This design comes from an exercise in tuning for small area, a short achievable clock period and few clock cycles per item on the open sky130 flow, not from production work.
In this exercise RTL edits were held to simulation tests only and were not proved equivalent to the original.
No activity file was given, so power comes from the tool's default toggle rates.

before:
## icache_top
module icache_top (
    input  logic        Clk,
    input  logic        arst_n,
    input  logic        fetch_req_valid,
    input  logic [31:0] fetch_req_addr,
    input  logic        mem_credit,
    input  logic        mem_beat_valid,
    input  logic [31:0] mem_beat_data,
    output logic        fetch_rsp_valid,
    output logic [31:0] fetch_rsp_instr,
    output logic        busy,
    output logic        mem_req_valid,
    output logic [31:0] mem_req_addr
);
    logic        dv, tv, sv, busy_q;
    logic [29:0] d_addr, t_addr, s_addr;   
    logic        accept, done, d_free, t_free;
    assign accept = fetch_req_valid && !busy_q;
    logic [1:0]  act;                      
    logic [27:0] fblk [2];                 
    logic [1:0]  fway [2];
    logic        fh, ft;                   
    logic [1:0]  bc;                       
    logic [7:0]  wmask;                    
    logic        lpf;                      
    logic [1:0]  lpk;
    logic [2:0]  credits;
    logic        cred_ok, slot_free;
    logic [1:0]  act_n;
    logic        ft_n;
    logic [27:0] t_blk, d_blk;
    logic [7:0]  t_set_oh;                 
    logic        t_pm0, t_pm1;
    logic [3:0]  t_hit_oh;
    logic [1:0]  victim;
    logic [3:0]  d_victim_oh;
    logic        alloc;
    assign t_blk = t_addr[29:2];
    assign d_blk = d_addr[29:2];
    icache_tag_array u_tags (
        .Clk, .arst_n,
        .set_oh(t_set_oh), .tag(t_blk[27:3]), .hit(), .hit_oh(t_hit_oh), .victim,
  ...
For scale: ~11000 cells after synthesis, ~5400 flip-flops, ~200000 um2 of cells after synthesis.
Settings: LEC_CHECK=0, CAP_MARGIN=20, CORE_MARGIN=2, CORE_UTILIZATION=60, CTS_CLUSTER_DIAMETER=80, CTS_CLUSTER_SIZE=24, SETUP_SLACK_MARGIN=3.6, SLEW_MARGIN=20, SYNTH_MEMORY_MAX_BITS=16384; clock period 6.0 ns.
run.sh (not shown) runs the stock make flow with config.mk's settings and CLKGATE_MAP_FILE= SYNTH_SCRIPT=/design/flow/synth_recipe.tcl, a recipe that flattens the netlist after the stock synthesis.
Testbench counts of before, summed over its fixed seeds: cycles 16,465, fetches 12,000.
Edits applied to the flow inputs when going from before to after:
-- flow/design.v --
<<< before, line 12
    input  logic        Clk,
    input  logic        arst_n,
    input  logic [7:0]  set_oh,      
    input  logic [24:0] tag,
    output logic        hit,
>>> after, line 12
    input  logic        Clk,
    input  logic        arst_n,
    input  logic [2:0]  set_idx,
    input  logic [24:0] tag,
    output logic        hit,
<<< before, line 26
    logic        full [8];
    logic [3:0] eq [8];
    always_comb begin
        for (int s = 0; s < 8; s++)
>>> after, line 26
    logic        full [8];
    logic [3:0] eq [8];
    logic [7:0] set_oh;
    assign set_oh = 8'b1 << set_idx;
    always_comb begin
        for (int s = 0; s < 8; s++)
<<< before, line 35
        hit = |hit_oh;
    end
    always_comb begin
        victim = '0;
        for (int s = 0; s < 8; s++)
            victim = victim | ({2{set_oh[s]}} & ptr[s]);
    end
    always_ff @(posedge Clk or negedge arst_n) begin
        if (!arst_n) begin
>>> after, line 37
        hit = |hit_oh;
    end
    assign victim = ptr[set_idx];
    always_ff @(posedge Clk or negedge arst_n) begin
        if (!arst_n) begin
<<< before, line 118
    logic        ft_n;
    logic [27:0] t_blk, d_blk;
    logic [7:0]  t_set_oh;                 
    logic        t_pm0, t_pm1;
    logic [3:0]  t_hit_oh;
>>> after, line 116
    logic        ft_n;
    logic [27:0] t_blk, d_blk;
    logic        t_pm0, t_pm1;
    logic [3:0]  t_hit_oh;
<<< before, line 128
    icache_tag_array u_tags (
        .Clk, .arst_n,
        .set_oh(t_set_oh), .tag(t_blk[27:3]), .hit(), .hit_oh(t_hit_oh), .victim,
        .alloc, .alloc_set(d_blk[2:0]), .alloc_tag(d_blk[27:3]), .alloc_way_oh(d_victim_oh)
    );
>>> after, line 125
    icache_tag_array u_tags (
        .Clk, .arst_n,
        .set_idx(t_blk[2:0]), .tag(t_blk[27:3]), .hit(), .hit_oh(t_hit_oh), .victim,
        .alloc, .alloc_set(d_blk[2:0]), .alloc_tag(d_blk[27:3]), .alloc_way_oh(d_victim_oh)
    );
<<< before, line 191
    logic        fh_n;
    logic [1:0]  bc_n;
    assign fh_n   = fh ^ (mem_beat_valid && bc == 2'd3);
    assign bc_n   = bc + 2'(mem_beat_valid);
    logic        w_new;
    logic [31:0] w_row_new, w_row_old;
    logic [3:0]  w_way_old;
    assign w_new     = alloc && (ft == fh_n);
    assign w_row_new = 32'b1 << {d_blk[2:0], bc_n};
    assign w_row_old = 32'b1 << {fblk[fh_n][2:0], bc_n};
    assign w_way_old = 4'b1 << fway[fh_n];
    always_comb begin
        act_n = act;
>>> after, line 188
    logic        fh_n;
    logic [1:0]  bc_n;
    logic [2:0]  wset_n;
    logic [1:0]  wway_n;
    assign fh_n   = fh ^ (mem_beat_valid && bc == 2'd3);
    assign bc_n   = bc + 2'(mem_beat_valid);
    assign wset_n = (alloc && ft == fh_n) ? d_blk[2:0] : fblk[fh_n][2:0];
    assign wway_n = (alloc && ft == fh_n) ? d_victim   : fway[fh_n];
    always_comb begin
        act_n = act;
<<< before, line 277
            d_pf     <= n_pf;
        end
        if (t_free) begin
            t_addr   <= sv ? s_addr : fetch_req_addr[31:2];
            t_set_oh <= 8'b1 << (sv ? s_addr[4:2] : fetch_req_addr[6:4]);
        end
        if (!sv)    s_addr <= fetch_req_addr[31:2];
        w_row_oh <= w_new ? w_row_new   : w_row_old;
        w_way_oh <= w_new ? d_victim_oh : w_way_old;
        req_blk  <= d_blk;          
        if (alloc) begin
>>> after, line 271
            d_pf     <= n_pf;
        end
        if (t_free) t_addr <= sv ? s_addr : fetch_req_addr[31:2];
        if (!sv)    s_addr <= fetch_req_addr[31:2];
        w_row_oh <= 32'b1 << {wset_n, bc_n};
        w_way_oh <= 4'b1 << wway_n;
        req_blk  <= d_blk;          
        if (alloc) begin
--- outcome ---
after did not stop at any stage, and its layout met the timing, design-rule and antenna checks.
after vs. before: combinational share of power went up by 2.6 points.
End point of the critical path: d_hit_oh[3] -> before, d_hit_oh[0] -> after
after has more setup slack than before.
before → after: die footprint essentially unchanged; instance count of the mapped netlist was more or less identical.
Against before, routed length per placed instance in after fell by a few percent.
before → after: sum of routed wire length over all layers has decreased, number of vias per cell has decreased, total number of vias has decreased, number of storage elements in the synthesis netlist has remained practically unchanged, total power has increased.
after — maximum number of pins on one net before global-route repair 31 higher, before as reference
Fraction of synthesized cell area in xor and xnor cells: after vs before, no meaningful difference
Testbench counts of after, summed over its fixed seeds: cycles 16,465, fetches 12,000.

## separate check: timing with driven ports
The results above use ideal ports. As a check the final layouts listed here were re-extracted and re-timed, cells and wires unchanged.
Step 1: set_driving_cell puts a clkbuf_16 on Clk and a buf_2 on each other input, an assumption about the parent block.
Step 2 adds t to the input delays and takes it off the output delays; t is the mean of the earliest and latest rising clock arrival at the registers after step 1. Input paths then give back, and output paths get back, about the clock's delay inside the block.
Three values: ideal, step 1, step 2; two values: the first two.
run	t (ns)	setup slack, ns	worst setup path after step 2	latest minus earliest clock arrival (ns)	worst data-port slew with drivers (ns)
before	1.058	3.054 / 3.054 / 2.360	input to register	0.059 / 0.059	0.29
after	1.050	3.313 / 3.220 / 2.198	input to register	0.050 / 0.050	0.54
After both steps setup and hold are still met in every run listed. For after, which loses most, drivers alone change the setup slack by -0.093 ns; drivers and shift together by -1.115 ns.
